Source: an optimization exercise on an open RTL-to-GDS flow (aim: small area). Production flows keep margins and buffers that such runs may drop.
The RTL was checked by simulation tests, not by an equivalence proof against the original design.
Power figures rest on the tool's default switching activity, not on a simulated workload.

File: constraint.sdc
create_clock -name core_clock -period 7.0 [get_ports {CLK}]
set_input_delay 1.4000 -clock core_clock [delete_from_list [all_inputs] [get_ports {CLK}]]
set_output_delay 1.4000 -clock core_clock [all_outputs]
set_load 0.01 [all_outputs]
File: config.mk
export PLATFORM = sky130hd
export DESIGN_NAME = dcache_top
export DESIGN_NICKNAME = dcache_top
export VERILOG_FILES = /design/flow/design.v
export SDC_FILE = /design/flow/constraint.sdc
export NUM_CORES = 4
export LEC_CHECK = 0
export CAP_MARGIN = 20
export CORE_MARGIN = 2
export CORE_UTILIZATION = 40
export PLACE_DENSITY = 0.6
export SETUP_SLACK_MARGIN = 0.4
export SLEW_MARGIN = 20
File: run.sh
#!/bin/bash
# synth_recipe.tcl (not shown) runs the flow's synth.tcl, then flattens the netlist and writes it again
# the make line also repeats each setting of config.mk as NAME=value (left out here)
make -C /OpenROAD-flow-scripts/flow DESIGN_CONFIG=/design/flow/config.mk WORK_HOME=/design/flow/orfs CLKGATE_MAP_FILE= SYNTH_SCRIPT=/design/flow/synth_recipe.tcl finish
File: design.v
`timescale 1ns/10ps
module dcache_top (
    input  logic        CLK,
    input  logic        nRST,
    input  logic        halt_i,
    input  logic        dp_ren_i,
    input  logic        dp_wen_i,
    input  logic [31:0] dp_addr_i,
    input  logic [31:0] dp_store_i,
    output logic        dp_hit_o,
    output logic [31:0] dp_load_o,
    output logic        dp_flushed_o,
    output logic        mem_ren_o,
    output logic        mem_wen_o,
    output logic [31:0] mem_addr_o,
    output logic [31:0] mem_store_o,
    input  logic        mem_dwait_i,
    input  logic [31:0] mem_load_i
);
    localparam logic [2:0] S_LOOK = 3'd0;   
    localparam logic [2:0] S_CHK  = 3'd1;   
    localparam logic [2:0] S_WBX  = 3'd2;   
    localparam logic [2:0] S_FX   = 3'd3;   
    localparam logic [2:0] S_FWR  = 3'd4;   
    localparam logic [2:0] S_DONE = 3'd5;   
    logic [32*32-1:0] dring;
    logic [16*26-1:0] tring;
    logic [15:0]      vring;
    logic [15:0]      xring;   
    logic [7:0]       mring;   
    logic [4:0]  pos;
    logic        sweep;    
    logic [2:0]  st;
    logic        fl;       
    logic        wd;       
    logic [3:0]  frm;      
    logic        p1;       
    logic [31:0] buf_q;    
    logic [25:0] tag_q;    
    logic [31:0] dh;
    logic [25:0] th;
    logic        vh, xh, mh;
    logic        req, pt_req, match, hit, pt_frm, cap, fill_wr, fill_tag, dwr;
    logic        last;
    assign dh = dring[31:0];
    assign th = tring[25:0];
    assign vh = vring[0];
    assign xh = xring[0];
    assign mh = mring[0];
    assign req    = (dp_ren_i || dp_wen_i) && !sweep;
    assign pt_req = (pos[4] == dp_addr_i[2]) && (pos[2:0] == dp_addr_i[5:3]);
    assign match  = vh && (th == dp_addr_i[31:6]);
    assign hit    = (st == S_LOOK) && req && pt_req && match;
    assign pt_frm = (pos[4] == wd) && (pos[3:0] == frm);
    assign cap    = (st == S_CHK) && pt_frm && (wd || (vh && xh));
    assign fill_wr  = (st == S_FWR) && pt_frm;
    assign fill_tag = fill_wr && wd;
    assign dwr    = (hit && dp_wen_i) || fill_wr;
    assign last   = (frm == 4'd15);
    always_ff @(posedge CLK) begin
        dring <= {(dwr ? ((st == S_LOOK) ? dp_store_i : buf_q) : dh), dring[32*32-1:32]};
        tring <= {(fill_tag ? dp_addr_i[31:6] : th), tring[16*26-1:26]};
        vring <= {(fill_tag || (vh && !sweep)), vring[15:1]};
        xring <= {(fill_tag ? 1'b0 : ((hit && dp_wen_i) ? 1'b1 : xh)), xring[15:1]};
        mring <= {(hit ? pos[3] : (mh && !sweep)), mring[7:1]};
    end
    always_ff @(posedge CLK) begin
        if (cap || ((st == S_FX) && !mem_dwait_i)) begin
            buf_q <= (st == S_FX) ? mem_load_i : dh;
        end
        if (cap) begin
            tag_q <= th;
        end
    end
    always_ff @(posedge CLK, negedge nRST) begin
        if (!nRST) begin
            pos   <= '0;
            sweep <= 1'b1;
            st    <= S_LOOK;
            fl    <= 1'b0;
            wd    <= 1'b0;
            frm   <= '0;
            p1    <= 1'b0;
        end else begin
            pos <= pos + 5'd1;
            if (pos == 5'd15) sweep <= 1'b0;
            case (st)
                S_LOOK: begin
                    if (!sweep) begin
                        if (halt_i) begin
                            st  <= S_CHK;
                            fl  <= 1'b1;
                            frm <= '0;
                            wd  <= 1'b0;
                        end else if (req && pt_req) begin
                            if (match) begin
                                p1 <= 1'b0;
                            end else if (p1) begin
                                p1  <= 1'b0;
                                frm <= {!mh, dp_addr_i[5:3]};
                                wd  <= 1'b0;
                                st  <= S_CHK;
                            end else begin
                                p1 <= 1'b1;
                            end
                        end else if (!req) begin
                            p1 <= 1'b0;
                        end
                    end
                end
                S_CHK: begin
                    if (pt_frm) begin
                        if (wd || (vh && xh)) begin
                            st <= S_WBX;
                        end else if (fl) begin
                            if (last) st <= S_DONE;
                            else      frm <= frm + 4'd1;
                        end else begin
                            st <= S_FX;
                        end
                    end
                end
                S_WBX: begin
                    if (!mem_dwait_i) begin
                        if (!wd) begin
                            wd <= 1'b1;
                            st <= S_CHK;
                        end else begin
                            wd <= 1'b0;
                            if (fl) begin
                                if (last) begin
                                    st <= S_DONE;
                                end else begin
                                    frm <= frm + 4'd1;
                                    st  <= S_CHK;
                                end
                            end else begin
                                st <= S_FX;
                            end
                        end
                    end
                end
                S_FX: begin
                    if (!mem_dwait_i) st <= S_FWR;
                end
                S_FWR: begin
                    if (pt_frm) begin
                        if (wd) begin
                            wd <= 1'b0;
                            st <= S_LOOK;
                        end else begin
                            wd <= 1'b1;
                            st <= S_FX;
                        end
                    end
                end
                default: begin
                end
            endcase
        end
    end
    assign dp_hit_o     = hit;
    assign dp_load_o    = dh;
    assign dp_flushed_o = (st == S_DONE);
    assign mem_wen_o    = (st == S_WBX);
    assign mem_ren_o    = (st == S_FX);
    assign mem_addr_o   = {((st == S_FX) ? dp_addr_i[31:6] : tag_q), frm[2:0], wd, 2'b00};
    assign mem_store_o  = buf_q;
endmodule
==> flow_metrics.tcl, run 1 <==
set metrics [dict create \
    p_per_area_mw_per_mm2 397.8 \
    dpl_cell_area_sq_mm 0.03825 \
    ant_nets 0 \
    cts_tree "built" \
    status "no timing/DRC/antenna violations" \
    clockRootBuffer "clkbuf_16" \
    vias_per_cell 3.999 \
    min-delay-start "dring[994]" \
    rsz0062_at_grt "no" \
    num_rows 108 \
    hold_slack_ps 305.5 \
    gr-total-overflow 0 \
    setup.worst_path.start "dp_addr_i[16]" \
    synthArstFlopShare_pct 1.030 \
    fin_nets 2446 \
    synth_area_sq_mm 0.03522 \
    drt_pass1_iterations 6 \
    final_cell_area_sq_mm 0.04310 \
    io_pins 202 \
    place_congestion 0.8013 \
    timing.fmax_mhz 185.4 \
    die_y_um 300.7 \
    synth-seq-area-share_pct 90.22 \
    syn_avg_cell_area_sq_um 17.12 \
    timing.slew.headroom_pct 37.07 \
    start_kind "input pin" \
    cts-resized-gates 0 \
    start_util_pct 40.47 \
    fill_cells 7232 \
    cts_buffer_depth 3 \
    ys.flop_type "dfxtp_1" \
    ys_warn_count 1 \
    grtUsageTotal_pct 11.54 \
    vdd_drop_max_mv 0.2598 \
    wl_per_cell_um 14.16 \
    postSynthCellCount 2057 \
    worstPathRequired_ps 5600 \
    grt_antenna_before_repair 4 \
    dp_hpwl_um 29340 \
    insertion_delay_ps 730 \
    grt_pass1_wl_um 80560 \
    path_clk_slew_ps 60 \
    period_share_pct 77.07 \
    fin_tns_setup_ps 0 \
    yosysUniqueCellTypes 59 \
    maxSlewViolCount 0 \
    fin_skew_ps 25.45 \
    numPortBuffers 197 \
    cts_setup_buffers 0 \
    die_w_um 300.7 \
    grt_pass1_vias 14640 \
    finish.utilization_pct 49.53 \
    num_vias 14470 \
    setup_viol 0 \
    leakage_nw 17.29 \
    drc 0 \
    tightestPinTransition_ps 940.6 \
    synth-edff-count 58 \
    critical_path_class "in -> out" \
    drive_gt1_share_pct 13.46 \
    hold_viol 0 \
    htree_levels 4 \
    grt_max_degree 61 \
    cts_num_sinks 1554 \
    coreArea_sq_mm 0.08702 \
    synth-seq-cells 1554 \
    drt_iter0_markers 791 \
    end_kind "output port" \
    drv_cap 0 \
    cp_max_fo 5 \
    cts_made_buffers 143 \
    period_minus_slack_ps 5395 \
    syn2layout_area_growth_pct 22.39 \
    drt_wl_total_um 51220 \
    power_mw 17.14 \
    rr_startpoint "st[0]" \
    critical_path_arrival_ps 3990 \
    dieArea_sq_mm 0.09043 \
    cts_hold_buf 0 \
    worst_hold_path_type "reg -> reg" \
]
## power by group
| part | switching [mW] | internal (mW) |
|---|---|---|
| clock | 3.21 | 4.44 |
| combinational | 0.196 | 0.180 |
| sequential | 0.0909 | 9.02 |
## routing by layer
| metal | GRT usage, % | vias up | part of all wire (%) |
|---|---|---|---|
| met5 | 0 | - | 0.020 |
| met4 | 5.674 | 2 | 3.0 |
| met3 | 4.048 | 129 | 6.1 |
| met2 | 16.13 | 350 | 42 |
| met1 | 15.87 | 6892 | 49 |
| li1 | - | 7094 | - |
## Yosys cell counts, types with 4 or more instances
| cell | count | area [sq um] |
|---|---|---|
| a21oi_1 | 7 | 35.03 |
| a31oi_1 | 4 | 25.02 |
| buf_1 | 4 | 15.01 |
| buf_4 | 38 | 285.3 |
| clkbuf_1 | 14 | 52.55 |
| dfrtp_1 | 15 | 375.4 |
| dfxtp_1 | 1480 | 29630 |
| edfxtp_1 | 58 | 1742 |
| inv_1 | 10 | 37.54 |
| mux2_2 | 36 | 405.4 |
| mux2_4 | 49 | 735.7 |
| nand2_1 | 205 | 769.5 |
| nand3_1 | 8 | 40.04 |
| nand4_1 | 10 | 62.56 |
| nor2_1 | 12 | 45.04 |
| o21ai_0 | 6 | 30.03 |
| xnor2_1 | 27 | 236.5 |
| xor2_1 | 10 | 87.58 |
## critical path, stage by stage
cell	delay [ps]
clkdlybuf4s50_1	530
xnor2_1	150
nand3_1	200
nor3_1	630
and4_4	420
clkdlybuf4s50_1	670
## cell usage in the layout (no fill, tap or decap), types with 3 or more instances in the layout
| master | count |
|---|---|
| inv_6 | 5 |
| mux2_4 | 49 |
| nand4_1 | 10 |
| clkinv_2 | 17 |
| nor4_2 | 3 |
| xnor2_1 | 27 |
| xor2_1 | 10 |
| a21oi_1 | 7 |
| clkinv_4 | 4 |
| inv_16 | 5 |
| a31oi_1 | 4 |
| nor2_1 | 12 |
| nand2_1 | 204 |
| ha_1 | 3 |
| dfxtp_1 | 1480 |
| dfrtp_1 | 15 |
| inv_1 | 9 |
| edfxtp_1 | 58 |
| buf_4 | 5 |
| clkdlybuf4s50_1 | 197 |
| clkinvlp_4 | 4 |
| clkbuf_8 | 26 |
| diode_2 | 4 |
| clkinv_16 | 3 |
| mux2_2 | 36 |
| nand2b_1 | 3 |
| nand3_1 | 7 |
| clkbuf_1 | 41 |
| bufinv_16 | 5 |
| clkbuf_16 | 149 |
| o21ai_0 | 6 |
## flip-flops by register name, indices dropped and copies added, names as in the netlist
signal,flops
pos,5
fl,1
st,3
buf_q,32
p1,1
tring,416
tag_q,26
mring,8
sweep,1
dring,1024
wd,1
xring,16
frm,4
vring,16
## cells by family (layout without fill, tap and decap cells)
group	count (synthesis)	in the layout	synth area share (%)
adders and majority gates	3	3	0.1066
xor gates and xnor gates	37	37	0.9202
buffers and inverters	76	477	1.428
other	1	6	0.01065
and+or+nand+nor	260	260	3.247
DFF	1554	1554	90.22
muxes	87	87	3.304
AOI/OAI and AO/OA	39	39	0.7638
## path summary, 6_finish.rpt
check,end,slack (ps),cells after the start
max,dp_hit_o,1610,6
min,dring[962],310,0
max reg2reg,dring[992],3550,6
min reg2reg,dring[962],310,0
max in group asynchronous,fl,5380,1
min in group asynchronous,frm[0],1140,1
## per-stage QoR
step                      std cells  setup WS (ps)
after global routing           3614           1510
final                          3618           1605
after detailed placement       3350           1576
after floorplan                2058           1802
after global placement         3350           1688
after CTS                      3613           1579
## cell type report
class                           instances  area [sq um]  share of cell area [%]
Multi-Input combinational cell        428          2983                   6.921
Sequential cell                      1554         31770                   73.72
Tap cell                             1155          1445                   3.353
Timing Repair Buffer                  203          2029                   4.709
Clock buffer                          216          4240                   9.838
Clock inverter                         47         579.3                   1.344
Antenna cell                            4         10.01                 0.02322
Inverter                               11         41.29                 0.09580
==> run 2: changes to the inputs <==
--- a/config.mk
+++ b/config.mk
@@ -5,9 +5,13 @@
 export SDC_FILE = /design/flow/constraint.sdc
 export NUM_CORES = 4
 export LEC_CHECK = 0
+export ABC_AREA = 1
 export CAP_MARGIN = 20
 export CORE_MARGIN = 2
-export CORE_UTILIZATION = 40
-export PLACE_DENSITY = 0.6
+export CORE_UTILIZATION = 60
+export CTS_BUF_LIST = sky130_fd_sc_hd__clkbuf_4
+export CTS_CLUSTER_DIAMETER = 30
+export CTS_CLUSTER_SIZE = 10
+export PLACE_DENSITY = 0.75
 export SETUP_SLACK_MARGIN = 0.4
 export SLEW_MARGIN = 20
==> run 2 against run 1 <==
Net effect: worst hold slack got worse by 12 ps; highest routed layer unchanged; via count increased by 10%; power decreased by 14%; utilization increased by 20 points; still clean; synthesized cell count increased by 14%; flip-flop and latch count unchanged; sequential power increased by 3.0%; non-clock buffer count decreased by 1; design area decreased by 7.1%; combinational power increased by 110%.
==> flow_metrics.tcl, run 2 <==
set metrics [dict create \
    synth-seq-cells 1554 \
    worst_hold_path_type "reg -> reg" \
    setup_viol 0 \
    mostFrequentLayoutCell "dfxtp_1" \
    period_minus_slack_ps 5086 \
    path_clk_slew_ps 100 \
    hold_slack_ps 293.2 \
    cts_tree "built" \
    yosys.area.top_type "dfxtp_1" \
    yosys.area.top_type_share_pct 84.08 \
    synthTopCellsByArea "dfxtp_1 84%, edfxtp_1 4.9%, nand2_1 4.7%" \
    cts_setup_buffers 0 \
    leakage_nw 16.93 \
    start_util_pct 60.84 \
    cts_buffer_depth 3 \
    vdd_drop_max_mv 0.2654 \
    cp_slowest_cell "clkdlybuf4s50_1" \
    path_cells "clkdlybuf4s50_1, inv_1, nand2_1, nand2_1, nor2_1, nand2_1, nor2_1, nand2_1, nor2_2, nand2_1, inv_1, clkdlybuf4s50_1" \
    grt_pass1_wl_um 83450 \
    timing.critical_path.buf_inv 4 \
    power_mw 14.75 \
    maxSlewViolCount 0 \
    drt_iter0_markers 830 \
    max_stage_delay_ps 570 \
    cp_max_fo 3 \
    htree_levels 4 \
    drt_wl_total_um 53510 \
    fin_tns_setup_ps 0 \
    largest_reg_flops 1024 \
    drive_gt1_share_pct 11.03 \
    cpLargestDelayFamily "buffers and inverters" \
    gr-total-overflow 0 \
    cp_common_cell "nand2_1" \
    timing.slew.headroom_pct 34.96 \
    ys.flop_type "dfxtp_1" \
    end_kind "output port" \
    io_pins 202 \
    hold_viol 0 \
    synthArstFlopShare_pct 1.030 \
    fin_skew_ps 67.30 \
    cts_made_buffers 193 \
    p_per_area_mw_per_mm2 368.3 \
    mostFrequentLayoutCells "1480 x dfxtp_1, 443 x nand2_1, 224 x clkbuf_4" \
    die_w_um 246.3 \
    grt_max_degree 77 \
    netlist_top_cells_count "1480 x dfxtp_1, 444 x nand2_1, 74 x inv_1" \
    top_register "dring" \
    drc 0 \
    vias_per_cell 4.522 \
    yosysUniqueCellTypes 35 \
    grt_pass1_vias 16410 \
    insertion_delay_ps 1000 \
    dp_hpwl_um 33390 \
    syn2layout_area_growth_pct 13.69 \
    synth_area_sq_mm 0.03524 \
    dieArea_sq_mm 0.06068 \
    multiInputGateArea_sq_mm 0.002711 \
    wl_per_cell_um 15.20 \
    period_share_pct 72.66 \
    num_rows 88 \
    grtUsageTotal_pct 18.04 \
    fill_cells 3819 \
    fin_nets 2765 \
    start_kind "input pin" \
    reg_top3 "dring x1024, tring x416, buf_q x32" \
    drt_pass1_iterations 5 \
    status "no timing/DRC/antenna violations" \
    cts_hold_buf 0 \
    place_congestion 0.8630 \
    critical_path_class "in -> out" \
    grt_antenna_before_repair 7 \
    finish.utilization_pct 69.17 \
    syn_avg_cell_area_sq_um 15.09 \
    postSynthCellCount 2335 \
    tightestPinTransition_ps 972.2 \
    coreArea_sq_mm 0.05792 \
    seq_area_sq_mm 0.03177 \
    synth.most_common_cell "dfxtp_1" \
    clockRootBuffer "clkbuf_4" \
    cts_num_sinks 1554 \
    ant_nets 0 \
    cts-resized-gates 0 \
    ys_warn_count 1 \
    synth-edff-count 58 \
    worstPathRequired_ps 5600 \
    critical_path_arrival_ps 3690 \
    num_vias 15920 \
    drv_cap 0 \
    timing.fmax_mhz 196.6 \
    rsz0062_at_grt "no" \
    synth-seq-area-share_pct 90.17 \
    numPortBuffers 197 \
    die_y_um 246.3 \
]
-- run 2: per-layer routing --
layer  GRT usage, %  routed length [um]  up-vias
met5              0                  46        -
met4          10.01                1915        6
met3          5.283                2911      151
met2          26.71               23740      429
met1          23.95               24890     7431
li1               -                   -     7906
-- run 2: kinds of logic after synthesis --
family,Yosys count,synth area share (%)
flip-flops,1554,90.17
AND/OR/NAND/NOR,539,6.164
buffers and inverters,154,2.202
AO/OA/AOI/OAI,72,1.051
XOR/XNOR,12,0.2983
adder cells (fa/ha/maj),3,0.1065
other,1,0.01064
-- run 2: per-stage QoR --
| step | std cells | instance area (sq um) | setup WS, ps |
|---|---|---|---|
| floorplan | 2336 | 35240 | 3457 |
| global placement | 3230 | 37760 | 1979 |
| detailed placement | 3230 | 37760 | 1950 |
| global route | 3519 | 40050 | 1766 |
| finish | 3521 | 40060 | 1914 |
| CTS | 3513 | 40040 | 1914 |
-- run 2: path summary, 6_finish.rpt --
path	start	end	slack [ps]	cells after the start
min reg2reg	tring[104]	tring[78]	290	0
max reg2reg	st[2]	dring[1007]	3800	7
max in group asynchronous	nRST	pos[2]	5680	1
min	tring[104]	tring[78]	290	0
max	dp_addr_i[6]	dp_hit_o	1910	12
min in group asynchronous	nRST	st[1]	850	1
-- run 2: worst register-to-register path, cell delays in order, from the launching register on --
cell and delay (ps):
dfrtp_1 500, nor2_2 200, nand2_2 580, nor2_2 410, nand3_4 500, nand2_4 610
nand2_1 110, nand2_1 190
-- run 2: area by class of cell --
| type | count | share of cell area (%) |
|---|---|---|
| sequential | 1554 | 79.31 |
| multi-input combinational | 628 | 6.768 |
| timing repair buffer | 202 | 5.016 |
| clock buffer | 224 | 4.198 |
| tap | 765 | 2.389 |
| clock inverter | 59 | 1.502 |
| inverter | 81 | 0.7621 |
| antenna | 8 | 0.04998 |
-- run 2: where the power goes --
group / total [mW] / leakage, nW / switching, mW / internal (mW)
sequential: 9.38 / 12.6 / 0.130 / 9.25
combinational: 0.795 / 2.96 / 0.497 / 0.297
clock: 4.58 / 1.33 / 2.67 / 1.91
total: 14.8 / 16.9 / 3.29 / 11.5
==> run 3: changes to the inputs <==
--- a/config.mk
+++ b/config.mk
@@ -9,9 +9,9 @@
 export CAP_MARGIN = 20
 export CORE_MARGIN = 2
 export CORE_UTILIZATION = 60
-export CTS_BUF_LIST = sky130_fd_sc_hd__clkbuf_4
-export CTS_CLUSTER_DIAMETER = 30
-export CTS_CLUSTER_SIZE = 10
+export CTS_BUF_LIST = sky130_fd_sc_hd__clkbuf_8
+export CTS_CLUSTER_DIAMETER = 50
+export CTS_CLUSTER_SIZE = 16
 export PLACE_DENSITY = 0.75
 export SETUP_SLACK_MARGIN = 0.4
 export SLEW_MARGIN = 20
==> run 3 against run 2 <==
Net effect: die area stayed put; sequential share of layout area increased by 0.77 points; power shrank 3.1%; worst setup slack worse by 6.0 ps; global-route usage down 0.50 points; design area is 0.97% lower; area after synthesis stayed put; final cell count is 3.6% lower; clock-buffer cell count fell by 108; critical path depth unchanged; critical path type unchanged.
==> flow_metrics.tcl, run 3 <==
set metrics [dict create \
    io_pins 202 \
    hold_end "dring[845]" \
    worstPathRequired_ps 5600 \
    start_util_pct 60.84 \
    cts_buffer_depth 3 \
    critical_path_arrival_ps 3690 \
    drt_iter0_markers 877 \
    cp_max_fo 3 \
    die_w_um 246.3 \
    vias_per_cell 4.543 \
    mostFrequentLayoutCell "dfxtp_1" \
    worst_hold_path_type "reg -> reg" \
    cp_slowest_cell "clkdlybuf4s50_1" \
    rr_worst_depth 7 \
    synth_area_sq_mm 0.03524 \
    drt_wl_total_um 52690 \
    maxSlewViolCount 0 \
    grtUsageTotal_pct 17.54 \
    hold_viol 0 \
    drive_gt1_share_pct 6.288 \
    fin_tns_setup_ps 0 \
    timing.final.ws_setup_ps 1908 \
    synthArstFlopShare_pct 1.030 \
    rr_startpoint "st[2]" \
    insertion_delay_ps 730 \
    timing.fmax_mhz 196.4 \
    cts_num_sinks 1554 \
    netlist_top_cells_count "1480 x dfxtp_1, 444 x nand2_1, 74 x inv_1" \
    synthTopCellsByArea "dfxtp_1 84%, edfxtp_1 4.9%, nand2_1 4.7%" \
    r2r-end "dring[1014]" \
    whs_path_depth 0 \
    numPortBuffers 197 \
    coreArea_sq_mm 0.05792 \
    postSynthCellCount 2335 \
    grt_pass1_wl_um 81690 \
    num_rows 88 \
    yosys.area.top_type "dfxtp_1" \
    status "no timing/DRC/antenna violations" \
    fin_nets 2684 \
    post-place-ws_ps 1950 \
    place_congestion 0.8630 \
    grt_antenna_before_repair 6 \
    gr-total-overflow 0 \
    start_kind "input pin" \
    top_register "dring" \
    synth-edff-count 58 \
    setup_viol 0 \
    synth-seq-cells 1554 \
    dieArea_sq_mm 0.06068 \
    r2r_slack_ps 3810 \
    rsz0062_at_grt "no" \
    critical_path_class "in -> out" \
    cts_hold_buf 0 \
    syn2layout_area_growth_pct 12.59 \
    min-delay-start "dring[877]" \
    htree_levels 3 \
    grt_max_degree 77 \
    largest_reg_flops 1024 \
    period_share_pct 72.74 \
    die_y_um 246.3 \
    drc 0 \
    cp_common_cell "nand2_1" \
    path_clk_slew_ps 110 \
    path_cells "clkdlybuf4s50_1, inv_1, nand2_1, nand2_1, nor2_1, nand2_1, nor2_1, nand2_1, nor2_2, nand2_1, inv_1, clkdlybuf4s50_1" \
    cts_made_buffers 112 \
    p_per_area_mw_per_mm2 360.4 \
    num_vias 15420 \
    dp_hpwl_um 33390 \
    ys_warn_count 1 \
    end_kind "output port" \
    drv_cap 0 \
    cts-resized-gates 0 \
    yosysUniqueCellTypes 35 \
    leakage_nw 16.67 \
    synth-seq-area-share_pct 90.17 \
    period_minus_slack_ps 5092 \
    yosys.area.top_type_share_pct 84.08 \
    timing.slew.headroom_pct 36.59 \
    drt_pass1_iterations 5 \
    tightestPinTransition_ps 947.9 \
    max_stage_delay_ps 570 \
    vdd_drop_max_mv 0.2657 \
    cts_setup_buffers 0 \
    ant_nets 0 \
    syn_avg_cell_area_sq_um 15.09 \
    synth.most_common_cell "dfxtp_1" \
    cts_tree "built" \
    fin_skew_ps 39.21 \
    wl_per_cell_um 15.53 \
    grt_pass1_vias 15640 \
    mostFrequentLayoutCells "1480 x dfxtp_1, 443 x nand2_1, 197 x clkdlybuf4s50_1" \
    reg_top3 "dring x1024, tring x416, buf_q x32" \
    ys.flop_type "dfxtp_1" \
    clockRootBuffer "clkbuf_8" \
]
-- run 3: cells by family after synthesis --
kind of cell	share of synthesized area, %
flops	90.17
simple gates	6.164
buf+inv	2.202
compound gates	1.051
xor+xnor	0.2983
fa+ha+maj	0.1065
other cells	0.01064
-- run 3: routing by layer --
layer / track usage [%] / routed length (um) / up-vias
li1: - / - / 7616
met1: 23.95 / 24450 / 7217
met5: 0 / 34 / -
met4: 8.434 / 1878 / 6
met2: 26.51 / 23270 / 423
met3: 4.248 / 3058 / 156
-- run 3: power by group --
group | internal (mW) | switching [mW] | total, mW
Sequential | 9.24 | 0.131 | 9.38
Combinational | 0.297 | 0.493 | 0.790
Clock | 1.62 | 2.52 | 4.13
-- run 3: how the worst max path moves through the flow --
stage                 startpoint       end  slack (ps)  cells after the start
CTS                 dp_addr_i[6]  dp_hit_o        1940                     12
global route        dp_addr_i[6]  dp_hit_o        1760                     12
finish              dp_addr_i[6]  dp_hit_o        1910                     12
detailed placement  dp_addr_i[6]  dp_hit_o        1950                     12
global placement    dp_addr_i[6]  dp_hit_o        1980                     12
floorplan           dp_addr_i[2]  dp_hit_o        3460                      6
-- run 3: layout make-up --
cell class / count / area (sq um)
diodes: 5 / 12.51
well taps: 765 / 957.2
flip-flops and latches: 1554 / 31770
clock buffers: 116 / 1597
inverters: 81 / 305.3
repair buffers: 202 / 2009
multi-input cells: 628 / 2711
clock inverters: 43 / 307.8
fillers: 3790 / 18240
-- run 3: through the flow --
step | hold slack (ps) | power (mW) | instances | util, % | instance area, sq um
floorplan | 309.6 | 9.971 | 2336 | - | 35240
global placement | 309.8 | 10.31 | 3230 | 65.19 | 37760
detailed placement | 312.1 | 10.37 | 3230 | 65.19 | 37760
CTS | 289.9 | 14.45 | 3389 | 68.48 | 39660
global route | 295.3 | 14.89 | 3391 | 68.49 | 39660
finish | 294.5 | 14.30 | 3394 | 68.50 | 39670
-- run 3: worst max-delay path: cells and delay by family --
kind / cells / cell delay, ps
simple gates: 8 / 990
buf+inv: 4 / 1300
==> run 4: changes to the inputs <==
--- a/design.v
+++ b/design.v
@@ -20,9 +20,10 @@
     localparam logic [2:0] S_LOOK = 3'd0;   
     localparam logic [2:0] S_CHK  = 3'd1;   
     localparam logic [2:0] S_WBX  = 3'd2;   
-    localparam logic [2:0] S_FX   = 3'd3;   
-    localparam logic [2:0] S_FWR  = 3'd4;   
-    localparam logic [2:0] S_DONE = 3'd5;   
+    localparam logic [2:0] S_TW   = 3'd3;   
+    localparam logic [2:0] S_FX   = 3'd4;   
+    localparam logic [2:0] S_FWR  = 3'd5;   
+    localparam logic [2:0] S_DONE = 3'd6;   
     logic [32*32-1:0] dring;
     logic [16*26-1:0] tring;
     logic [15:0]      vring;
@@ -40,8 +41,8 @@
     logic [31:0] dh;
     logic [25:0] th;
     logic        vh, xh, mh;
-    logic        req, pt_req, match, hit, pt_frm, cap, fill_wr, fill_tag, dwr;
-    logic        last;
+    logic        req, pt_req, match, hit, pt_frm, pt_tag, last;
+    logic        cap, cap_tag, swap, ld, hold, ws, fw, keep, fill_v;
     assign dh = dring[31:0];
     assign th = tring[25:0];
     assign vh = vring[0];
@@ -51,24 +52,29 @@
     assign pt_req = (pos[4] == dp_addr_i[2]) && (pos[2:0] == dp_addr_i[5:3]);
     assign match  = vh && (th == dp_addr_i[31:6]);
     assign hit    = (st == S_LOOK) && req && pt_req && match;
-    assign pt_frm = (pos[4] == wd) && (pos[3:0] == frm);
-    assign cap    = (st == S_CHK) && pt_frm && (wd || (vh && xh));
-    assign fill_wr  = (st == S_FWR) && pt_frm;
-    assign fill_tag = fill_wr && wd;
-    assign dwr    = (hit && dp_wen_i) || fill_wr;
+    assign pt_tag = (pos[3:0] == frm);
+    assign pt_frm = (pos[4] == wd) && pt_tag;
     assign last   = (frm == 4'd15);
+    assign cap     = (st == S_CHK) && pt_frm;             
+    assign cap_tag = (cap && !wd) || ((st == S_TW) && pt_tag);
+    assign swap    = cap && !wd && !fl;                   
+    assign ld      = (st == S_FX) && !mem_dwait_i;        
+    assign hold    = !(cap || ld);
+    assign ws      = hit && dp_wen_i;                     
+    assign fw      = (st == S_FWR) && pt_frm;             
+    assign keep    = !(ws || fw);
+    assign fill_v  = fw && wd;
     always_ff @(posedge CLK) begin
-        dring <= {(dwr ? ((st == S_LOOK) ? dp_store_i : buf_q) : dh), dring[32*32-1:32]};
-        tring <= {(fill_tag ? dp_addr_i[31:6] : th), tring[16*26-1:26]};
-        vring <= {(fill_tag || (vh && !sweep)), vring[15:1]};
-        xring <= {(fill_tag ? 1'b0 : ((hit && dp_wen_i) ? 1'b1 : xh)), xring[15:1]};
+        dring <= {((dh & {32{keep}}) | (dp_store_i & {32{ws}}) | (buf_q & {32{fw}})),
+                  dring[32*32-1:32]};
+        tring <= {((th & {26{!swap}}) | (dp_addr_i[31:6] & {26{swap}})), tring[16*26-1:26]};
+        vring <= {(fill_v || (vh && !sweep)), vring[15:1]};
+        xring <= {(!fill_v && (ws || xh)), xring[15:1]};
         mring <= {(hit ? pos[3] : (mh && !sweep)), mring[7:1]};
+        buf_q <= (mem_load_i & {32{ld}}) | (dh & {32{cap}}) | (buf_q & {32{hold}});
     end
     always_ff @(posedge CLK) begin
-        if (cap || ((st == S_FX) && !mem_dwait_i)) begin
-            buf_q <= (st == S_FX) ? mem_load_i : dh;
-        end
-        if (cap) begin
+        if (cap_tag) begin
             tag_q <= th;
         end
     end
@@ -116,7 +122,7 @@
                             if (last) st <= S_DONE;
                             else      frm <= frm + 4'd1;
                         end else begin
-                            st <= S_FX;
+                            st <= S_TW;
                         end
                     end
                 end
@@ -135,10 +141,13 @@
                                     st  <= S_CHK;
                                 end
                             end else begin
-                                st <= S_FX;
+                                st <= S_TW;
                             end
                         end
                     end
+                end
+                S_TW: begin
+                    if (pt_tag) st <= S_FX;
                 end
                 S_FX: begin
                     if (!mem_dwait_i) st <= S_FWR;
@@ -164,6 +173,6 @@
     assign dp_flushed_o = (st == S_DONE);
     assign mem_wen_o    = (st == S_WBX);
     assign mem_ren_o    = (st == S_FX);
-    assign mem_addr_o   = {((st == S_FX) ? dp_addr_i[31:6] : tag_q), frm[2:0], wd, 2'b00};
+    assign mem_addr_o   = {tag_q, frm[2:0], wd, 2'b00};
     assign mem_store_o  = buf_q;
 endmodule
--- a/config.mk
+++ b/config.mk
@@ -6,7 +6,7 @@
 export NUM_CORES = 4
 export LEC_CHECK = 0
 export ABC_AREA = 1
-export CAP_MARGIN = 20
+export CAP_MARGIN = 0
 export CORE_MARGIN = 2
 export CORE_UTILIZATION = 60
 export CTS_BUF_LIST = sky130_fd_sc_hd__clkbuf_8
@@ -14,4 +14,4 @@
 export CTS_CLUSTER_SIZE = 16
 export PLACE_DENSITY = 0.75
 export SETUP_SLACK_MARGIN = 0.4
-export SLEW_MARGIN = 20
+export SLEW_MARGIN = 0
==> run 4 against run 3 <==
Net effect: critical path depth down 3; combinational power decreased by 3.7%; highest routed layer unchanged; area after synthesis is 1.6% lower; synthesized cell count decreased by 3.8%; clock power increased by 2%; worst hold slack improved by 7.0 ps; clock skew shrank 3.0 ps; sequential power decreased by 2.2%.
==> flow_metrics.tcl, run 4 <==
set metrics [dict create \
    status "no timing/DRC/antenna violations" \
    start_kind "input pin" \
    ys.flop_type "dfxtp_1" \
    vias_per_cell 4.508 \
    dpl_cell_area_sq_mm 0.03723 \
    drive_gt1_share_pct 6.265 \
    topRoutingLayerUsed "met5" \
    netlist_top_cells_count "1512 x dfxtp_1, 278 x nand2_1, 115 x nand3_1" \
    period_share_pct 73.84 \
    yosys.area.top_type "dfxtp_1" \
    postSynthCellCount 2246 \
    cts_made_buffers 113 \
    yosysUniqueCellTypes 34 \
    ys_warn_count 1 \
    final_cell_area_sq_mm 0.03914 \
    place_congestion 0.8793 \
    drv_cap 0 \
    vdd_drop_max_mv 0.2537 \
    synth_fa_ha_area_share_pct 0.1082 \
    drc 0 \
    maxSlewViolCount 0 \
    dr_wl_met3_um 2443 \
    grt_antenna_before_repair 1 \
    end_kind "output port" \
    fin_skew_ps 36.25 \
    synth-seq-cells 1554 \
    timing.slew.headroom_pct 21.07 \
    num_rows 88 \
    leakage_nw 16.00 \
    period_minus_slack_ps 5169 \
    synth_xor_area_share_pct 0.3789 \
    insertion_delay_ps 720 \
    synth_mux_area_share_pct 0 \
    fin_tns_setup_ps 0 \
    numPortBuffers 197 \
    path_clk_slew_ps 90 \
    synthSimpleGateAreaFrac_pct 5.845 \
    setup_viol 0 \
    cts_setup_buffers 0 \
    synth-compound-area-share_pct 0.7541 \
    grt_pass1_vias 14950 \
    wl_met1_um 25400 \
    yosys.area.top_type_share_pct 87.29 \
    cts_buffer_depth 3 \
    mostFrequentLayoutCells "1512 x dfxtp_1, 278 x nand2_1, 196 x clkdlybuf4s50_1" \
    drt_iter0_markers 826 \
    route.met2.wl_um 22940 \
    syn2layout_area_growth_pct 12.88 \
    reg_top3 "dring x1024, tring x416, buf_q x32" \
    grt_pass1_wl_um 80980 \
    p_per_area_mw_per_mm2 361.1 \
    timing.final.ws_setup_ps 1831 \
    cts_tree "built" \
    hold_viol 0 \
    critical_path_arrival_ps 3770 \
    num_vias 14820 \
    fin_nets 2598 \
    synth_top_family_by_area "simple AND/OR/NAND/NOR gates" \
    gr-total-overflow 0 \
    htree_levels 3 \
    power_mw 14.13 \
    cp_max_fo 34 \
    rsz0062_at_grt "no" \
    synth_area_sq_mm 0.03468 \
    syn_avg_cell_area_sq_um 15.44 \
    post-place-cells 3143 \
    antennaDiodeCount 0 \
    die_y_um 244.4 \
    critical_path_class "in -> out" \
    cts_num_sinks 1554 \
    grt_max_degree 53 \
    die_w_um 244.4 \
    grtUsageTotal_pct 17.67 \
    io_pins 202 \
    coreArea_sq_mm 0.05737 \
    synthTopCellsByArea "dfxtp_1 87%, nand2_1 3.0%, edfxtp_1 2.3%" \
    largest_reg_flops 1024 \
    drt_pass1_iterations 5 \
    dieArea_sq_mm 0.05973 \
    wl_per_cell_um 15.83 \
    dp_hpwl_um 32760 \
    top_register "dring" \
    worstPathRequired_ps 5600 \
    synthArstFlopShare_pct 1.030 \
    timing.fmax_mhz 193.5 \
    post-place-ws_ps 1862 \
    worst_hold_path_type "reg -> reg" \
    clockRootBuffer "clkbuf_8" \
    cts-resized-gates 0 \
    final_cells 3287 \
    ant_nets 0 \
    drt_wl_total_um 52030 \
    synth-seq-area-share_pct 90.70 \
    synth-edff-count 26 \
    tightestPinTransition_ps 1184 \
    mostFrequentLayoutCell "dfxtp_1" \
    start_util_pct 60.45 \
    synth.most_common_cell "dfxtp_1" \
    cts_hold_buf 0 \
]
==> run 4: cell types whose count changed in the layout (fill, tap and decap cells not counted), sizes merged, moves of 5 or more <==
cell    previous run  this run
nand3             52       117
dfxtp           1480      1512
o21ai             60        34
diode              5         0
edfxtp            58        26
nand4              1        32
inv              113       101
nand2            446       279
==> run 4: kinds of logic (layout without fill, tap and decap cells) <==
group / count (synthesis) / count (layout)
XOR/XNOR: 15 / 15
other: 1 / 2
buffers and inverters: 159 / 434
adder cells (fa/ha/maj): 3 / 3
AO/OA/AOI/OAI: 48 / 48
flip-flops: 1554 / 1554
AND/OR/NAND/NOR: 466 / 466
==> run 4: metrics by stage <==
step / hold WS [ps] / utilization (%)
floorplan: 309.6 / -
global placement: 309.5 / 64.90
detailed placement: 312.1 / 64.90
CTS: 294.6 / 68.23
global route: 303.2 / 68.23
finish: 301.5 / 68.23
==> run 4: per-layer routing <==
layer / up-vias / GRT usage (%)
li1: 7398 / -
met1: 7027 / 25.34
met2: 308 / 26.72
met3: 84 / 3.764
met4: 2 / 6.456
met5: - / 0
==> run 4: area by class of cell <==
type | instances | area (sq um)
Tap cell | 765 | 957.2
Timing Repair Buffer | 204 | 2019
Fill cell | 3705 | 18220
Clock inverter | 26 | 287.8
Inverter | 86 | 322.8
Clock buffer | 118 | 1624
Multi-Input combinational cell | 534 | 2480
Sequential cell | 1554 | 31450
==> run 4: path summary, 6_finish.rpt <==
| check | start | end | slack, ps | cells past startpoint |
|---|---|---|---|---|
| setup / recovery | dp_addr_i[5] | dp_hit_o | 1830 | 9 |
| max in group asynchronous | nRST | wd | 5350 | 1 |
| setup reg to reg | frm[1] | tring[397] | 3060 | 8 |
| hold / removal | xring[10] | xring[9] | 300 | 0 |
| hold reg to reg | xring[10] | xring[9] | 300 | 0 |
| min in group asynchronous | nRST | pos[2] | 1140 | 1 |
==> run 4: worst max-delay path, cell delays in order <==
cell and delay, ps:
clkdlybuf4s50_1 430, xor2_1 170, nor2_1 110, nand2_1 140
nor3_4 130, buf_4 470, nand2_1 180, inv_1 160
clkdlybuf4s50_1 560
==> run 4: report_power, final <==
part           switching, mW  internal, mW  total (mW)
logic                  0.407         0.354       0.761
registers              0.126          9.04        9.17
clock network           2.53          1.67        4.20
total                   3.07          11.1        14.1
==> run 5: changes to the inputs <==
==> flow/run.sh (new file) <==
#!/bin/bash
# Standard layout, but the port buffers are the smallest buffer (buf_1) rather than the
# cell buffer_ports picks on its own; repair_design still resizes them where timing needs it.
set -euo pipefail
export BUFFER_PORTS_ARGS="-buffer_cell sky130_fd_sc_hd__buf_1"
bash standard.sh > standard_make.log 2>&1
==> standard.sh (new file) <==
#!/bin/bash
# synth_recipe.tcl (not shown) runs the flow's synth.tcl, then flattens the netlist and writes it again
# the make line also repeats each setting of config.mk as NAME=value (left out here)
make -C /OpenROAD-flow-scripts/flow DESIGN_CONFIG=/design/flow/config.mk WORK_HOME=/design/flow/orfs CLKGATE_MAP_FILE= SYNTH_SCRIPT=/design/flow/synth_recipe.tcl "${@:-finish}"
removed: run.sh
==> run 5 against run 4 <==
Net effect: utilization shrank 2.2 points; clock power shrank 1%; critical path depth grew 5; area after synthesis is the same; largest cell class unchanged.
==> flow_metrics.tcl, run 5 <==
set metrics [dict create \
    status "no timing/DRC/antenna violations" \
    vias_per_cell 4.508 \
    drive_gt1_share_pct 6.334 \
    rsz0062_at_grt "no" \
    coreArea_sq_mm 0.05737 \
    synth-seq-area-share_pct 90.70 \
    yosys.area.top_type_share_pct 87.29 \
    grt_antenna_before_repair 5 \
    htree_levels 3 \
    netlist_top_cells_count "1512 x dfxtp_1, 278 x nand2_1, 115 x nand3_1" \
    ys.flop_type "dfxtp_1" \
    dieArea_sq_mm 0.05973 \
    cts-resized-gates 0 \
    hold_viol 0 \
    cts_made_buffers 114 \
    post-place-ws_ps 2112 \
    drv_cap 0 \
    grtUsageTotal_pct 17.91 \
    fin_skew_ps 51.58 \
    path_clk_slew_ps 100 \
    cts_hold_buf 0 \
    post-place-cells 3142 \
    reg_top3 "dring x1024, tring x416, buf_q x32" \
    postSynthCellCount 2246 \
    synth_area_sq_mm 0.03468 \
    r2r_slack_ps 2940 \
    start_kind "input pin" \
    vdd_drop_max_mv 0.2465 \
    setup_viol 0 \
    yosys.area.top_type "dfxtp_1" \
    final_cells 3298 \
    grt_pass1_wl_um 81300 \
    ant_nets 0 \
    pwr-share-clk_pct 29.9 \
    drt_pass1_iterations 5 \
    timing.fmax_mhz 205.7 \
    power_switching_mw 3.111 \
    syn_avg_cell_area_sq_um 15.44 \
    grtUsageMet1_pct 25.35 \
    fin_nets 2598 \
    period_share_pct 69.45 \
    p_per_area_mw_per_mm2 367.5 \
    die_y_um 244.4 \
    tightestPinTransition_ps 1195 \
    synth.most_common_cell "dfxtp_1" \
    numPortBuffers 197 \
    cts_num_sinks 1554 \
    grt_max_degree 53 \
    cts_tree "built" \
    die_w_um 244.4 \
    grt_util_met3_pct 3.655 \
    synth-seq-cells 1554 \
    timing.final.ws_setup_ps 2138 \
    critical_path_arrival_ps 3460 \
    leakage_nw 15.49 \
    io_pins 202 \
    mostFrequentLayoutCell "dfxtp_1" \
    cts_setup_buffers 0 \
    num_rows 88 \
    mostFrequentLayoutCells "1512 x dfxtp_1, 278 x nand2_1, 196 x buf_1" \
    start_util_pct 60.45 \
    top_register "dring" \
    drt_iter0_markers 696 \
    power_mw 13.93 \
    wl_per_cell_um 15.97 \
    drt_wl_total_um 52680 \
    syn2layout_area_growth_pct 9.306 \
    dp_hpwl_um 32710 \
    grt_pass1_vias 14860 \
    seqPwrFrac_pct 65.9 \
    p_sw_share_pct 22.33 \
    cts_buffer_depth 3 \
    drc 0 \
    period_minus_slack_ps 4862 \
    place_congestion 0.8776 \
    insertion_delay_ps 730 \
    cp_max_fo 34 \
    worst_hold_path_type "reg -> reg" \
    maxSlewViolCount 0 \
    gr-total-overflow 0 \
    p_int_mw 10.82 \
    synthTopCellsByArea "dfxtp_1 87%, nand2_1 3.0%, edfxtp_1 2.3%" \
    end_kind "output port" \
    critical_path_class "in -> out" \
    timing.slew.headroom_pct 20.17 \
    synthArstFlopShare_pct 1.030 \
    yosysUniqueCellTypes 34 \
    ys_warn_count 1 \
    num_vias 14870 \
    clockRootBuffer "clkbuf_8" \
    worstPathRequired_ps 5600 \
    top_usage_layer "met2" \
    combPwrFrac_pct 4.3 \
    synth-edff-count 26 \
    gr-usage-met2_pct 27.05 \
    largest_reg_flops 1024 \
    fin_tns_setup_ps 0 \
]
==> run 5: worst paths after layout <==
kind | from | end | cells past startpoint
max reg2reg | frm[1] | tring[403] | 8
min | tring[46] | tring[20] | 0
max | dp_addr_i[12] | dp_hit_o | 14
min reg2reg | tring[46] | tring[20] | 0
min in group asynchronous | nRST | st[0] | 1
max in group asynchronous | nRST | frm[3] | 1
==> run 5: kinds of logic (layout without fill, tap and decap cells) <==
family	count (synthesis)	count (layout)	synth area share, %
buffers and inverters	159	438	2.205
adders and majority gates	3	3	0.1083
AOI/OAI and AO/OA	48	48	0.7541
DFF	1554	1554	90.70
other	1	9	0.01081
and+or+nand+nor	466	466	5.845
xor gates and xnor gates	15	15	0.3788
==> run 5: layer usage <==
| layer | vias to the layer above | wire (um) | share of wire, % |
|---|---|---|---|
| met5 | - | 13 | 0.025 |
| met4 | 2 | 1324 | 2.5 |
| met3 | 86 | 2135 | 4.1 |
| met2 | 300 | 23500 | 45 |
| met1 | 7055 | 25710 | 49 |
| li1 | 7424 | - | - |
==> run 5: stage by stage <==
step	instance area, sq um	util (%)	hold WS [ps]
after global routing	37900	66.06	283.9
after global placement	36000	62.75	309.5
final	37900	66.07	293.2
after CTS	37890	66.04	286.3
after detailed placement	36000	62.75	312.1
after floorplan	34680	-	309.6
==> run 5: power groups by stage <==
stage | Sequential (mW) | Combinational (mW) | Clock (mW)
4_1_cts | 9.17 | 0.590 | 4.31
3_5_place_dp | 9.37 | 0.587 | 0
2_1_floorplan | 9.38 | 0.322 | 0
3_3_place_gp | 9.36 | 0.574 | 0
6_report | 9.17 | 0.596 | 4.16
5_1_grt | 9.20 | 0.651 | 4.64
==> run 5: worst max-delay path, stage by stage <==
cell     delay [ps]
buf_1           120
inv_1            90
nand2_1          60
nand2_1          50
inv_1            40
nand2_1          40
nor2_1          140
nand2_1          60
nor2_1          110
nand2_1         150
inv_2           630
nand2_1         220
inv_1           190
buf_1           170
==> run 5: cell type report <==
class | instances | area, sq um
repair buffers | 203 | 785.8
clock buffers | 116 | 1597
well taps | 765 | 957.2
fillers | 3929 | 19460
multi-input cells | 534 | 2480
clock inverters | 33 | 292.8
diodes | 7 | 17.52
inverters | 86 | 322.8
flip-flops and latches | 1554 | 31450
==> run 6: changes to the inputs <==
--- a/config.mk
+++ b/config.mk
@@ -6,7 +6,7 @@
 export NUM_CORES = 4
 export LEC_CHECK = 0
 export ABC_AREA = 1
-export CAP_MARGIN = 0
+export CAP_MARGIN = 20
 export CORE_MARGIN = 2
 export CORE_UTILIZATION = 60
 export CTS_BUF_LIST = sky130_fd_sc_hd__clkbuf_8
@@ -14,4 +14,4 @@
 export CTS_CLUSTER_SIZE = 16
 export PLACE_DENSITY = 0.75
 export SETUP_SLACK_MARGIN = 0.4
-export SLEW_MARGIN = 0
+export SLEW_MARGIN = 20
==> run 6 against run 5 <==
Net effect: clock skew rose by 7.1 ps; largest power group unchanged; power about the same; critical endpoint unchanged; fmax is 0.23% higher; first-iteration DRC count grew 5.9%; utilization about the same.
==> flow_metrics.tcl, run 6 <==
set metrics [dict create \
    status "no timing/DRC/antenna violations" \
    mostFrequentLayoutCell "dfxtp_1" \
    synthArstFlopShare_pct 1.030 \
    start_kind "input pin" \
    path_clk_slew_ps 100 \
    p_int_mw 10.82 \
    hold_viol 0 \
    reg_top3 "dring x1024, tring x416, buf_q x32" \
    drive_gt1_share_pct 6.371 \
    fin_nets 2599 \
    period_minus_slack_ps 4851 \
    combPwrFrac_pct 4.3 \
    synth-seq-cells 1554 \
    cts_hold_buf 0 \
    power_switching_mw 3.110 \
    yosys.area.top_type "dfxtp_1" \
    rr_startpoint "tring[19]" \
    drt_wl_total_um 52670 \
    synth.most_common_cell "dfxtp_1" \
    grt_antenna_before_repair 5 \
    cts_setup_buffers 0 \
    grt_max_degree 53 \
    clockRootBuffer "clkbuf_8" \
    ant_nets 0 \
    largest_reg_flops 1024 \
    p_sw_share_pct 22.33 \
    syn2layout_area_growth_pct 9.385 \
    htree_levels 3 \
    synth-seq-area-share_pct 90.70 \
    drt_pass1_iterations 5 \
    dieArea_sq_mm 0.05973 \
    r2r_slack_ps 3470 \
    yosys.area.top_type_share_pct 87.29 \
    wl_per_cell_um 15.96 \
    die_y_um 244.4 \
    insertion_delay_ps 730 \
    fin_tns_setup_ps 0 \
    grt_pass1_wl_um 81300 \
    worstPathRequired_ps 5600 \
    critical_path_class "in -> out" \
    syn_avg_cell_area_sq_um 15.44 \
    final_cells 3299 \
    min-delay-start "tring[46]" \
    cts_num_sinks 1554 \
    setup_viol 0 \
    cp_max_fo 35 \
    vdd_drop_max_mv 0.2465 \
    maxSlewViolCount 0 \
    drt_iter0_markers 737 \
    grt_pass1_vias 14860 \
    finish.utilization_pct 66.12 \
    io_pins 202 \
    post-place-cells 3142 \
    setup.worst_path.start "dp_wen_i" \
    rr_worst_depth 11 \
    leakage_nw 15.50 \
    gr-total-overflow 0 \
    rsz0062_at_grt "no" \
    netlist_top_cells_count "1512 x dfxtp_1, 278 x nand2_1, 115 x nand3_1" \
    start_util_pct 60.45 \
    pwr-share-clk_pct 29.9 \
    timing.slew.headroom_pct 33.29 \
    numPortBuffers 197 \
    cts_made_buffers 114 \
    p_per_area_mw_per_mm2 367.2 \
    drc 0 \
    vias_per_cell 4.507 \
    place_congestion 0.8776 \
    seqPwrFrac_pct 65.8 \
    mostFrequentLayoutCells "1512 x dfxtp_1, 278 x nand2_1, 196 x buf_1" \
    ys_warn_count 1 \
    ys.flop_type "dfxtp_1" \
    num_vias 14870 \
    top_register "dring" \
    cts-resized-gates 0 \
    cts_tree "built" \
    coreArea_sq_mm 0.05737 \
    worst_hold_path_type "reg -> reg" \
    die_w_um 244.4 \
    synth_area_sq_mm 0.03468 \
    fin_skew_ps 58.71 \
    end_kind "output port" \
    r2r-end "dring[1000]" \
    synth-edff-count 26 \
    crit_end "dp_hit_o" \
    tightestPinTransition_ps 1001 \
    cts_buffer_depth 3 \
    period_share_pct 69.29 \
    grtUsageTotal_pct 17.91 \
    drv_cap 0 \
    synthTopCellsByArea "dfxtp_1 87%, nand2_1 3.0%, edfxtp_1 2.3%" \
    critical_path_arrival_ps 3450 \
    timing.fmax_mhz 206.2 \
    dp_hpwl_um 32710 \
    postSynthCellCount 2246 \
    yosysUniqueCellTypes 34 \
    num_rows 88 \
]
run 6: cell counts after synthesis:
No cell type changed its count.
run 6: worst min path at each step:
stage,endpoint,depth (start not counted)
2_1_floorplan,dring[0],0
3_3_place_gp,tring[102],0
3_5_place_dp,dring[678],0
4_1_cts,tring[20],0
5_1_grt,tring[20],0
6_report,tring[20],0
run 6: critical path: stages:
cell and delay [ps]:
clkbuf_2 80, buf_4 430, o21ai_0 280, nor3_4 220
buf_4 460, nand2_1 190, inv_1 190, buf_1 170
run 6: final cells by class:
type,count,area [sq um]
clock buffers,116,1597
repair buffers,204,813.3
well taps,765,957.2
diodes,7,17.52
clock inverters,33,292.8
fillers,3927,19430
multi-input cells,534,2480
flip-flops and latches,1554,31450
inverters,86,322.8
run 6: through the flow:
stage | setup slack [ps] | cell area, sq um | hold WS [ps] | power (mW)
after global routing | 1920 | 37920 | 283.9 | 14.49
after global placement | 2111 | 36000 | 309.5 | 9.938
after floorplan | 3421 | 34680 | 309.6 | 9.707
after detailed placement | 2112 | 36000 | 312.1 | 9.961
after CTS | 2100 | 37890 | 286.3 | 14.07
final | 2149 | 37930 | 293.4 | 13.93
run 6: cell families (layout without fill, tap and decap cells):
group / count (synthesis) / count (layout) / share of synthesized area, %
adders and majority gates: 3 / 3 / 0.1083
and+or+nand+nor: 466 / 466 / 5.845
buffers and inverters: 159 / 439 / 2.205
xor gates and xnor gates: 15 / 15 / 0.3788
AOI/OAI and AO/OA: 48 / 48 / 0.7541
DFF: 1554 / 1554 / 90.70
other: 1 / 9 / 0.01081
run 6: power by group through the flow:
stage	Sequential, mW	Combinational (mW)	Clock [mW]
final	9.17	0.598	4.16
after CTS	9.17	0.590	4.31
after floorplan	9.38	0.322	0
after global routing	9.20	0.652	4.64
after detailed placement	9.37	0.587	0
after global placement	9.36	0.574	0
run 6: metal layers:
metal / GRT usage, % / wire length [um]
met1: 25.35 / 25550
met2: 27.05 / 23530
met3: 3.655 / 2209
met4: 7.730 / 1363
met5: 0 / 13
==> run 7: changes to the inputs <==
==> flow/run.sh (replaced) <==
#!/bin/bash
# Standard layout with two changes:
#  - the port buffers are the smallest buffer (buf_1) rather than the cell buffer_ports picks
#    on its own; repair_design still resizes them where timing needs it;
#  - clock tree synthesis adds no dummy loads (the clock tree is balanced by its buffers only).
set -euo pipefail
export BUFFER_PORTS_ARGS="-buffer_cell sky130_fd_sc_hd__buf_1"
export CTS_ARGS="-sink_clustering_enable -repair_clock_nets -dont_use_dummy_load -sink_clustering_size 16 -sink_clustering_max_diameter 50 -buf_list sky130_fd_sc_hd__clkbuf_8"
bash standard.sh > standard_make.log 2>&1
--- a/config.mk
+++ b/config.mk
@@ -6,7 +6,7 @@
 export NUM_CORES = 4
 export LEC_CHECK = 0
 export ABC_AREA = 1
-export CAP_MARGIN = 20
+export CAP_MARGIN = 0
 export CORE_MARGIN = 2
 export CORE_UTILIZATION = 60
 export CTS_BUF_LIST = sky130_fd_sc_hd__clkbuf_8
@@ -14,4 +14,4 @@
 export CTS_CLUSTER_SIZE = 16
 export PLACE_DENSITY = 0.75
 export SETUP_SLACK_MARGIN = 0.4
-export SLEW_MARGIN = 20
+export SLEW_MARGIN = 0
==> run 7 against run 6 <==
Net effect: still clean; final cell count is 1.1% lower; area after synthesis stayed put; flip-flop and latch count stayed put; worst setup slack worse by 8.1 ps; design area is 0.92% lower; critical path type unchanged.
==> flow_metrics.tcl, run 7 <==
set metrics [dict create \
    synth_mux_area_share_pct 0 \
    netlist_top_cells_count "1512 x dfxtp_1, 278 x nand2_1, 115 x nand3_1" \
    grt_max_degree 53 \
    setup_viol 0 \
    path_cells "clkbuf_2, buf_4, o21ai_0, nor3_4, buf_4, nand2_1, inv_1, buf_1" \
    synth-edff-count 26 \
    numPortBuffers 197 \
    io_pins 202 \
    status "no timing/DRC/antenna violations" \
    fill_cells 3943 \
    period_minus_slack_ps 4859 \
    path_clk_slew_ps 90 \
    rsz0062_at_grt "no" \
    drt_iter0_markers 686 \
    mostFrequentLayoutCell "dfxtp_1" \
    drc 0 \
    critical_path_class "in -> out" \
    end_kind "output port" \
    cp_common_cell "buf_4" \
    cp_slowest_cell "buf_4" \
    max_stage_delay_ps 450 \
    synthTopCellsByArea "dfxtp_1 87%, nand2_1 3.0%, edfxtp_1 2.3%" \
    synth.most_common_cell "dfxtp_1" \
    ys.flop_type "dfxtp_1" \
    seqPwrFrac_pct 67.4 \
    drive_gt1_share_pct 5.460 \
    start_kind "input pin" \
    synth-seq-cells 1554 \
    die_y_um 244.4 \
    seq_area_sq_mm 0.03145 \
    cts_setup_buffers 0 \
    synthArstFlopShare_pct 1.030 \
    grtUsageTotal_pct 17.84 \
    cts-resized-gates 0 \
    whs_path_depth 0 \
    dieArea_sq_mm 0.05973 \
    yosysUniqueCellTypes 34 \
    critical_path_arrival_ps 3460 \
    synth_area_sq_mm 0.03468 \
    htree_levels 3 \
    cts_buffer_depth 3 \
    reg_top3 "dring x1024, tring x416, buf_q x32" \
    die_w_um 244.4 \
    synth_fa_ha_area_share_pct 0.1082 \
    period_share_pct 69.41 \
    cts_made_buffers 114 \
    worstSetupPathDepth 8 \
    pwr-share-clk_pct 28.3 \
    mostFrequentLayoutCells "1512 x dfxtp_1, 278 x nand2_1, 196 x buf_1" \
    grt_pass1_vias 14810 \
    power_switching_mw 2.936 \
    cts_num_sinks 1554 \
    grt_antenna_before_repair 5 \
    timing.fmax_mhz 205.8 \
    drt_pass1_iterations 5 \
    combPwrFrac_pct 4.4 \
    vias_per_cell 4.534 \
    multiInputGateArea_sq_mm 0.002480 \
    ys_warn_count 1 \
    top_register "dring" \
    p_int_mw 10.68 \
    p_sw_share_pct 21.57 \
    drt_wl_total_um 52420 \
    yosys.area.top_type_share_pct 87.29 \
    wl_per_cell_um 16.07 \
    cp_max_fo 35 \
    vdd_drop_max_mv 0.2459 \
    insertion_delay_ps 720 \
    place_congestion 0.8776 \
    clockRootBuffer "clkbuf_8" \
    p_per_area_mw_per_mm2 362.3 \
    dp_hpwl_um 32710 \
    maxSlewViolCount 0 \
    fin_tns_setup_ps 0 \
    timing.critical_path.buf_inv 5 \
    coreArea_sq_mm 0.05737 \
    tightestPinTransition_ps 1176 \
    syn_avg_cell_area_sq_um 15.44 \
    gr-total-overflow 0 \
    start_util_pct 60.45 \
    synth-seq-area-share_pct 90.70 \
    fin_skew_ps 117.9 \
    syn2layout_area_growth_pct 8.382 \
    yosys.area.top_type "dfxtp_1" \
    worstPathRequired_ps 5600 \
    leakage_nw 15.30 \
    timing.slew.headroom_pct 21.44 \
    cts_tree "built" \
    power_mw 13.62 \
    synthSimpleGateAreaFrac_pct 5.845 \
    drv_cap 0 \
    synth_xor_area_share_pct 0.3789 \
    num_rows 88 \
    fin_nets 2598 \
    postSynthCellCount 2246 \
    grt_pass1_wl_um 80850 \
    synth-compound-area-share_pct 0.7541 \
    cpLargestDelayFamily "buffers and inverters" \
    ant_nets 0 \
    largest_reg_flops 1024 \
    synth_top_family_by_area "simple AND/OR/NAND/NOR gates" \
    rr_worst_depth 8 \
    worst_hold_path_type "reg -> reg" \
    num_vias 14800 \
    cts_hold_buf 0 \
    hold_viol 0 \
]
-- run 7: cell count changes in the layout (fill, tap and decap cells not counted), sizes merged --
cell      change
buf           -1
bufinv        -1
clkbuf        -2
clkinv       -10
clkinvlp      -2
inv          -20
-- run 7: final timing paths --
kind / slack (ps) / from / endpoint
max: 2140 / dp_wen_i / dp_hit_o
min: 270 / dring[160] / dring[128]
max reg2reg: 2970 / frm[1] / tring[403]
min reg2reg: 270 / dring[160] / dring[128]
max in group asynchronous: 5500 / nRST / frm[3]
min in group asynchronous: 860 / nRST / st[0]
-- run 7: stage by stage --
| stage | setup WS [ps] | hold slack [ps] | cells | area, sq um | util (%) |
|---|---|---|---|---|---|
| after floorplan | 3421 | 309.6 | 2247 | 34680 | - |
| after global routing | 1919 | 259.4 | 3260 | 37580 | 65.50 |
| after global placement | 2111 | 309.5 | 3142 | 36000 | 62.75 |
| after detailed placement | 2112 | 312.1 | 3142 | 36000 | 62.75 |
| after CTS | 2100 | 262.2 | 3256 | 37570 | 65.49 |
| final | 2141 | 266.9 | 3263 | 37580 | 65.52 |
-- run 7: cells by family after synthesis --
logic type	count (synthesis)
and+or+nand+nor	466
xor gates and xnor gates	15
other	1
adders and majority gates	3
DFF	1554
AOI/OAI and AO/OA	48
buffers and inverters	159
-- run 7: final cells by class --
cell class | instances | share of cell area, %
flip-flops and latches | 1554 | 83.68
multi-input cells | 534 | 6.598
clock buffers | 114 | 4.175
well taps | 765 | 2.547
repair buffers | 203 | 2.091
inverters | 86 | 0.8589
diodes | 7 | 0.04661
-- run 7: power groups by stage --
stage / Clock (mW) / Combinational (mW) / Sequential, mW
floorplan: 0 / 0.322 / 9.38
global placement: 0 / 0.574 / 9.36
detailed placement: 0 / 0.587 / 9.37
CTS: 4.00 / 0.590 / 9.17
global route: 4.31 / 0.650 / 9.20
finish: 3.85 / 0.596 / 9.17
-- run 7: routing by layer --
layer  wire length, um  vias to the layer above  track usage (%)
met3              2242                      113            3.622
li1                  -                     7379                -
met5                13                        -                0
met2             23250                      300            26.92
met4              1509                        2            7.765
met1             25410                     7001            25.25
==> run 8: changes to the inputs <==
==> flow/run.sh (replaced) <==
#!/bin/bash
# Standard layout with two changes:
#  - the port buffers are the smallest buffer (buf_1) rather than the cell buffer_ports picks
#    on its own; repair_design still resizes them where timing needs it;
#  - clock tree synthesis adds no dummy loads (the clock tree is balanced by its buffers only).
set -euo pipefail
export BUFFER_PORTS_ARGS="-buffer_cell sky130_fd_sc_hd__buf_1"
export CTS_ARGS="-sink_clustering_enable -repair_clock_nets -dont_use_dummy_load -sink_clustering_size 28 -sink_clustering_max_diameter 60 -buf_list sky130_fd_sc_hd__clkbuf_16"
bash standard.sh > standard_make.log 2>&1
==> run 8 against run 7 <==
Net effect: still clean; worst hold slack worse by 6.2 ps; clock skew down 18 ps; fmax up 0.22%; global-route usage up 0.077 points; sequential share of layout area down 0.40 points; critical path depth up 6; clock power up 9.4%; sequential power about the same; design area up 0.48%; critical endpoint unchanged; largest cell class unchanged.
==> flow_metrics.tcl, run 8 <==
set metrics [dict create \
    synthTopCellsByArea "dfxtp_1 87%, nand2_1 3.0%, edfxtp_1 2.3%" \
    worst_hold_path_type "reg -> reg" \
    drv_cap 0 \
    drt_wl_total_um 53010 \
    synth_mux_area_share_pct 0 \
    status "no timing/DRC/antenna violations" \
    vias_per_cell 4.561 \
    postSynthCellCount 2246 \
    ys_warn_count 1 \
    grt_pass1_wl_um 81040 \
    synth_area_sq_mm 0.03468 \
    htree_levels 3 \
    grt_pass1_vias 14420 \
    worstPathRequired_ps 5600 \
    syn2layout_area_growth_pct 8.901 \
    yosysUniqueCellTypes 34 \
    dp_hpwl_um 32710 \
    die_w_um 244.4 \
    hold_slack_ps 260.7 \
    coreArea_sq_mm 0.05737 \
    synth-seq-area-share_pct 90.70 \
    die_y_um 244.4 \
    numPortBuffers 197 \
    netlist_top_cells_count "1512 x dfxtp_1, 278 x nand2_1, 115 x nand3_1" \
    synth-edff-count 26 \
    end_kind "output port" \
    ys.flop_type "dfxtp_1" \
    timing.fmax_mhz 206.3 \
    grtUsageTotal_pct 17.92 \
    start_util_pct 60.45 \
    critical_path_arrival_ps 3450 \
    final_cell_area_sq_mm 0.03776 \
    cp_max_fo 34 \
    hold_viol 0 \
    clockRootBuffer "clkbuf_16" \
    cts_tree "built" \
    ant_nets 0 \
    critical_path_class "in -> out" \
    synth_xor_area_share_pct 0.3789 \
    drc 0 \
    drt_iter0_markers 773 \
    leakage_nw 15.34 \
    place_congestion 0.8776 \
    p_per_area_mw_per_mm2 370.0 \
    cts-resized-gates 0 \
    num_vias 14680 \
    largest_reg_flops 1024 \
    grt_max_degree 53 \
    dpl_cell_area_sq_mm 0.03600 \
    synthArstFlopShare_pct 1.030 \
    vdd_drop_max_mv 0.2745 \
    setup_viol 0 \
    wl_per_cell_um 16.47 \
    mostFrequentLayoutCells "1512 x dfxtp_1, 278 x nand2_1, 196 x buf_1" \
    synth-seq-cells 1554 \
    maxSlewViolCount 0 \
    insertion_delay_ps 630 \
    top_register "dring" \
    synth_top_family_by_area "simple AND/OR/NAND/NOR gates" \
    yosys.area.top_type "dfxtp_1" \
    fin_nets 2554 \
    gr-total-overflow 0 \
    io_pins 202 \
    cts_num_sinks 1554 \
    cts_buffer_depth 3 \
    reg_top3 "dring x1024, tring x416, buf_q x32" \
    start_kind "input pin" \
    syn_avg_cell_area_sq_um 15.44 \
    drt_pass1_iterations 5 \
    rsz0062_at_grt "no" \
    drive_gt1_share_pct 3.760 \
    mostFrequentLayoutCell "dfxtp_1" \
    period_minus_slack_ps 4848 \
    num_rows 88 \
    synth.most_common_cell "dfxtp_1" \
    timing.slew.headroom_pct 23.33 \
    synth-compound-area-share_pct 0.7541 \
    grt_antenna_before_repair 6 \
    yosys.area.top_type_share_pct 87.29 \
    cts_hold_buf 0 \
    synthSimpleGateAreaFrac_pct 5.845 \
    tightestPinTransition_ps 1147 \
    fin_skew_ps 100.0 \
    cts_made_buffers 70 \
    cts_setup_buffers 0 \
    period_share_pct 69.26 \
    synth_fa_ha_area_share_pct 0.1082 \
    path_clk_slew_ps 90 \
    power_mw 13.97 \
    fin_tns_setup_ps 0 \
    dieArea_sq_mm 0.05973 \
]
run 8: final timing paths:
kind / cells past startpoint / to / slack, ps / start
min in group asynchronous: 1 / pos[3] / 930 / nRST
min: 0 / xring[9] / 260 / xring[10]
max reg2reg: 8 / tring[403] / 3000 / frm[1]
max: 14 / dp_hit_o / 2150 / dp_addr_i[12]
min reg2reg: 0 / xring[9] / 260 / xring[10]
max in group asynchronous: 1 / frm[3] / 5420 / nRST
run 8: logic make-up after synthesis:
group,after synthesis
AND/OR/NAND/NOR,466
XOR/XNOR,15
AO/OA/AOI/OAI,48
flip-flops,1554
adder cells (fa/ha/maj),3
other,1
buffers and inverters,159
run 8: per-stage QoR:
stage / cells / utilization, % / setup WS [ps]
global placement: 3142 / 62.75 / 2111
CTS: 3212 / 65.80 / 2092
finish: 3218 / 65.83 / 2152
detailed placement: 3142 / 62.75 / 2112
floorplan: 2247 / - / 3421
global route: 3214 / 65.81 / 1924
run 8: per-layer routing:
layer | wire (um) | vias up | part of all wire, % | track usage (%)
met5 | 13 | - | 0.025 | 0
met4 | 1439 | 2 | 2.7 | 6.367
li1 | - | 7329 | - | -
met3 | 2345 | 104 | 4.4 | 4.017
met1 | 25570 | 6972 | 48 | 25.42
met2 | 23640 | 269 | 45 | 27.34
run 8: cell type report:
class                   instances  area, sq um
diodes                          6        15.01
flip-flops and latches       1554        31450
fillers                      3896        19600
multi-input cells             534         2480
inverters                      86        322.8
clock buffers                  70         1752
repair buffers                203        785.8
well taps                     765        957.2
run 8: critical path: stages:
cell	delay [ps]
buf_1	130
inv_1	90
nand2_1	60
nand2_1	50
inv_1	40
nand2_1	40
nor2_1	130
nand2_1	60
nor2_1	110
nand2_1	140
inv_2	620
nand2_1	220
inv_1	190
buf_1	170
run 8: power breakdown:
part	switching, mW	internal (mW)	leakage (nW)
clock	2.41	1.80	0.863
sequential	0.130	9.04	12.7
combinational	0.407	0.183	1.75
total	2.95	11.0	15.3

==> afterwards: timing with drivers on the ports <==
How much do the figures lean on ideal ports? The routed layouts below were timed once more, with nothing changed but the port constraints.
Step 1, drivers: a clkbuf_16 drives CLK and a buf_2 each remaining input, both assumed.
Step 2 adds t to the input delays and takes it off the output delays; t is the mean of the earliest and latest rising clock arrival at the registers after step 1. Input paths then give back, and output paths get back, about the clock's delay inside the block.
Slacks: ideal ports / drivers / drivers and shift; pairs: ideal ports / drivers.
run	shift t [ns]	setup slack, ns	worst setup path after step 2
run 1	0.775	1.605 / 1.580 / 1.580	input to output
run 2	1.024	1.914 / 1.875 / 1.875	input to output
run 3	0.766	1.908 / 1.870 / 1.870	input to output
run 4	0.762	1.831 / 1.778 / 1.778	input to output
run 5	0.768	2.138 / 2.115 / 2.115	input to output
run 6	0.771	2.149 / 2.128 / 2.128	input to output
run 7	0.727	2.141 / 2.120 / 2.120	input to output
run 8	0.649	2.152 / 2.129 / 2.129	input to output
After both steps every run listed still meets setup and hold. The setup slack of run 4, which loses most, moves by -0.053 ns with the drivers and by -0.053 ns with both steps.
